Context: an optimization exercise on an open-source flow, tuned for small area, a short achievable clock period and few clock cycles per item. The choices shown serve that exercise and are no tape-out recipe.
Where RTL was checked, it was by simulation tests only, not by an equivalence proof against the original.

Setup of R:
## fpu_pipe_unit
module fpu_pipe_unit #(
    parameter int EXP_W = 8,
    parameter int MAN_W = 23,
    parameter int TAG_W = 4
) (
    input  logic                 clk,
    input  logic                 rst_n,
    input  logic                 in_valid,
    output logic                 in_ready,
    input  logic [1:0]           in_op,
    input  logic [EXP_W+MAN_W:0] in_a,
    input  logic [EXP_W+MAN_W:0] in_b,
    input  logic [TAG_W-1:0]     in_tag,
    output logic                 out_valid,
    input  logic                 out_ready,
    output logic [EXP_W+MAN_W:0] out_y,
    output logic [TAG_W-1:0]     out_tag,
    output logic [3:0]           out_flags,
    output logic [3:0]           sticky,
    input  logic                 sticky_clr
);
Settings: LEC_CHECK=0, ABC_AREA=1, CAP_MARGIN=20, CORE_MARGIN=2, CORE_UTILIZATION=40, SETUP_SLACK_MARGIN=5, SLEW_MARGIN=20; clock period 10.0 ns.
run.sh (not shown) runs the stock make flow with config.mk's settings and CLKGATE_MAP_FILE= SYNTH_SCRIPT=/design/flow/synth_recipe.tcl, a recipe that flattens the netlist after the stock synthesis.
### R -> S
diff --git a/flow/design.v b/flow/design.v
--- a/flow/design.v
+++ b/flow/design.v
@@ -28,18 +28,21 @@
     assign adv      = !hv_q || out_ready;
     assign in_ready = adv;
     logic        v1_q;
     logic [3:0]  tag1_q;
     logic        mul1_q;
     logic [31:0] a1_q;
     logic [8:0]  b1_q;           
     logic [35:0] f1_q;           
     logic        mzb1_q;         
+    logic        age1_q;         
+    logic        a_ge_in;
+    fpu_add31 u_cmp (.a(in_a[30:0]), .b(~in_b[30:0]), .ci(1'b1), .s(), .co(a_ge_in));
     logic        stk1_q;         
     logic [4:0]  tza_in, tzb_in;
     always_comb begin
         tza_in = 5'd23;
         tzb_in = 5'd23;
         for (int i = 22; i >= 0; i--) begin
             if (in_a[i]) tza_in = 5'(i);
             if (in_b[i]) tzb_in = 5'(i);
         end
@@ -52,18 +55,19 @@
     end
     always_ff @(posedge clk) begin
         if (adv) begin
             tag1_q <= in_tag;
             mul1_q <= (in_op == 2'd2);
             a1_q   <= in_a;
             b1_q   <= {in_b[31] ^ (in_op == 2'd1), in_b[30:23]};
             f1_q   <= (in_op == 2'd2) ? {neg_in, two_in, one_in} : {13'd0, in_b[22:0]};
             mzb1_q <= (in_b[22:0] == 23'd0);
+            age1_q <= a_ge_in;
             stk1_q <= ({1'b0, tza_in} + {1'b0, tzb_in}) < 6'd20;
         end
     end
     logic       sa, sb;
     logic [7:0] ea, eb;
     logic [22:0] ma, mb;
     logic       za, zb, ia, ib, na, nb, fa, fb;
     assign sa = a1_q[31];
     assign sb = b1_q[8];
@@ -103,19 +107,19 @@
     logic [47:0] ps, pc;
     fpu_mul_cs24 u_mul (.x({1'b1, ma}), .one(f1_q[11:0]), .two(f1_q[23:12]), .neg(f1_q[35:24]),
                         .y23(1'b1), .s(ps), .c(pc));
     logic [9:0] mexp;
     assign mexp = {2'b00, ea} + {2'b00, eb} - 10'd127;
     logic        a_ge;
     logic [7:0]  dab, dba, ediff, ebig;
     logic [23:0] sig_big, sig_sml;
     logic        sub2, sgn_add;
-    fpu_add31 u_cmp (.a(a1_q[30:0]), .b(~{eb, mb}), .ci(1'b1), .s(), .co(a_ge));
+    assign a_ge    = age1_q;
     assign dab     = ea - eb;
     assign dba     = eb - ea;
     assign ediff   = a_ge ? dab : dba;
     assign ebig    = a_ge ? ea : eb;
     assign sig_big = a_ge ? (za ? 24'd0 : {1'b1, ma}) : (zb ? 24'd0 : {1'b1, mb});
     assign sig_sml = a_ge ? (zb ? 24'd0 : {1'b1, mb}) : (za ? 24'd0 : {1'b1, ma});
     assign sub2    = sa ^ sb;
     assign sgn_add = a_ge ? sa : sb;
     logic [26:0] al0, al1, al2, al3, al4, al5, sml_al;
### Flow results
The non-clock buffer count in S is 1.06 times that in R. The critical path launch point comes out f1_q[10]$_DFFE_PP_ in one run and f1_q[17]$_DFFE_PP_ in the other, namely in S and R respectively. Compared to R, S has site row count about 1% lower. Taking R as the reference, in S post-layout net count now smaller, number of iterations in the first detailed-routing pass now sits higher. Fraction of standard cell area that is sequential: S higher than R. R → S: transition time at the pin with the least slew margin shows an increase of 0.099 ns; count of buffer and inverter cells on the critical path shows no meaningful change; routed wire length shows a reduction of 5.2%. Changes observed in S relative to R: layout clock buffer count fell by 20%.
No run of this note included a check of the RTL's function; only the layout flow was run.

========
fpu_pipe_unit, a different RTL version from the one above (not shown whole).
Size: about 260 flip-flops, roughly 120 I/O pins, about 30000 um2 of cells after synthesis.
Settings: LEC_CHECK=0, ABC_AREA=1, CAP_MARGIN=20, CORE_MARGIN=2, CORE_UTILIZATION=40, SETUP_SLACK_MARGIN=5, SLEW_MARGIN=20; clock period 10.0 ns.
The first run finished clean.
Testbench counts at the start, summed over its fixed seeds: cycles 12,032, items 12,000.
Edit:
--- a/flow/design.v
+++ b/flow/design.v
@@ -25,48 +25,52 @@
     localparam logic [1:0] K_NV   = 2'd3;
     logic adv;           
     logic hv_q;          
     assign adv      = !hv_q || out_ready;
     assign in_ready = adv;
     logic        v1_q;
     logic [3:0]  tag1_q;
     logic        mul1_q;
     logic [31:0] a1_q;
     logic [8:0]  b1_q;           
     logic [22:0] f1_q;           
     logic        mzb1_q;         
+    logic        age1_q;         
+    logic        a_ge_in;
+    fpu_add31 u_cmp (.a(in_a[30:0]), .b(~in_b[30:0]), .ci(1'b1), .s(), .co(a_ge_in));
     logic        stk1_q;         
     logic [4:0]  tza_in, tzb_in;
     always_comb begin
         tza_in = 5'd23;
         tzb_in = 5'd23;
         for (int i = 22; i >= 0; i--) begin
             if (in_a[i]) tza_in = 5'(i);
             if (in_b[i]) tzb_in = 5'(i);
         end
     end
     logic [11:0] one_in, two_in, neg_in;
     fpu_booth_enc u_enc (.y({1'b1, f1_q}), .one(one_in), .two(two_in), .neg(neg_in));
     always_ff @(posedge clk or negedge rst_n) begin
         if (!rst_n)   v1_q <= 1'b0;
         else if (adv) v1_q <= in_valid;
     end
     always_ff @(posedge clk) begin
         if (adv) begin
             tag1_q <= in_tag;
             mul1_q <= (in_op == 2'd2);
             a1_q   <= in_a;
             b1_q   <= {in_b[31] ^ (in_op == 2'd1), in_b[30:23]};
             f1_q   <= in_b[22:0];
             mzb1_q <= (in_b[22:0] == 23'd0);
+            age1_q <= a_ge_in;
             stk1_q <= ({1'b0, tza_in} + {1'b0, tzb_in}) < 6'd20;
         end
     end
     logic       sa, sb;
     logic [7:0] ea, eb;
     logic [22:0] ma, mb;
     logic       za, zb, ia, ib, na, nb, fa, fb;
     assign sa = a1_q[31];
     assign sb = b1_q[8];
     assign ea = a1_q[30:23];
     assign eb = b1_q[7:0];
     assign ma = a1_q[22:0];
@@ -100,25 +104,25 @@
             else sp2 = 1'b0;
         end
     end
     logic [47:0] ps, pc;
     fpu_mul_cs24 u_mul (.x({1'b1, ma}), .one(one_in), .two(two_in), .neg(neg_in),
                         .y23(1'b1), .s(ps), .c(pc));
     logic [9:0] mexp;
     assign mexp = {2'b00, ea} + {2'b00, eb} - 10'd127;
     logic        a_ge;
     logic [7:0]  dab, dba, ediff, ebig;
     logic [23:0] sig_big, sig_sml;
     logic        sub2, sgn_add;
-    fpu_add31 u_cmp (.a(a1_q[30:0]), .b(~{eb, mb}), .ci(1'b1), .s(), .co(a_ge));
+    assign a_ge    = age1_q;
     assign dab     = ea - eb;
     assign dba     = eb - ea;
     assign ediff   = a_ge ? dab : dba;
     assign ebig    = a_ge ? ea : eb;
     assign sig_big = a_ge ? (za ? 24'd0 : {1'b1, ma}) : (zb ? 24'd0 : {1'b1, mb});
     assign sig_sml = a_ge ? (zb ? 24'd0 : {1'b1, mb}) : (za ? 24'd0 : {1'b1, ma});
     assign sub2    = sa ^ sb;
     assign sgn_add = a_ge ? sa : sb;
     logic [26:0] al0, al1, al2, al3, al4, al5, sml_al;
     logic        st1, st2, st3, st4, st5, big_sh;
     assign big_sh = (ediff[7:5] != 3'd0);
     assign al0 = {sig_sml, 3'b000};
The changed run completed with no timing, DRC or antenna violations. Count of clock-buffer cells in the layout climbs by 7. Via count falls by 0.63%. Setup slack improved by 39 ps. Hold slack barely changes. Die area falls by 0.57%. Cell area rose by 0.56%. Wire length went down by 2.5%.
For the second run of this note, only the layout was checked, not whether the RTL still works.

## static timing again, ports no longer ideal
The results above use ideal ports. As a check the final layouts listed here were re-extracted and re-timed, cells and wires unchanged.
Step 1 assumes that a clkbuf_16 drives the clock port and a buf_2 every other input.
Step 2 also shifts input and output timing later by t, the mid clock arrival at the registers, as if the neighbouring blocks saw the same clock.
Slacks: no drivers / after step 1 / after step 2; pairs: no drivers / after step 1.
run | t, ns | slack for setup (ns) | worst setup path after step 2 | worst register clock-pin slew, ns
R | 0.623 | 5.036 / 5.036 / 5.036 | register to register | 0.07 / 0.07
S | 0.663 | 4.927 / 4.927 / 4.927 | register to register | 0.07 / 0.07
the first run of note 2 | 0.677 | 5.035 / 5.035 / 5.022 | input to register | 0.08 / 0.08
the second run of note 2 | 0.615 | 5.075 / 5.075 / 5.047 | input to register | 0.07 / 0.07
After both steps every run listed still meets setup and hold. For the second run of note 2, which loses most, drivers alone change the setup slack by 0.000 ns; drivers and shift together by -0.028 ns.
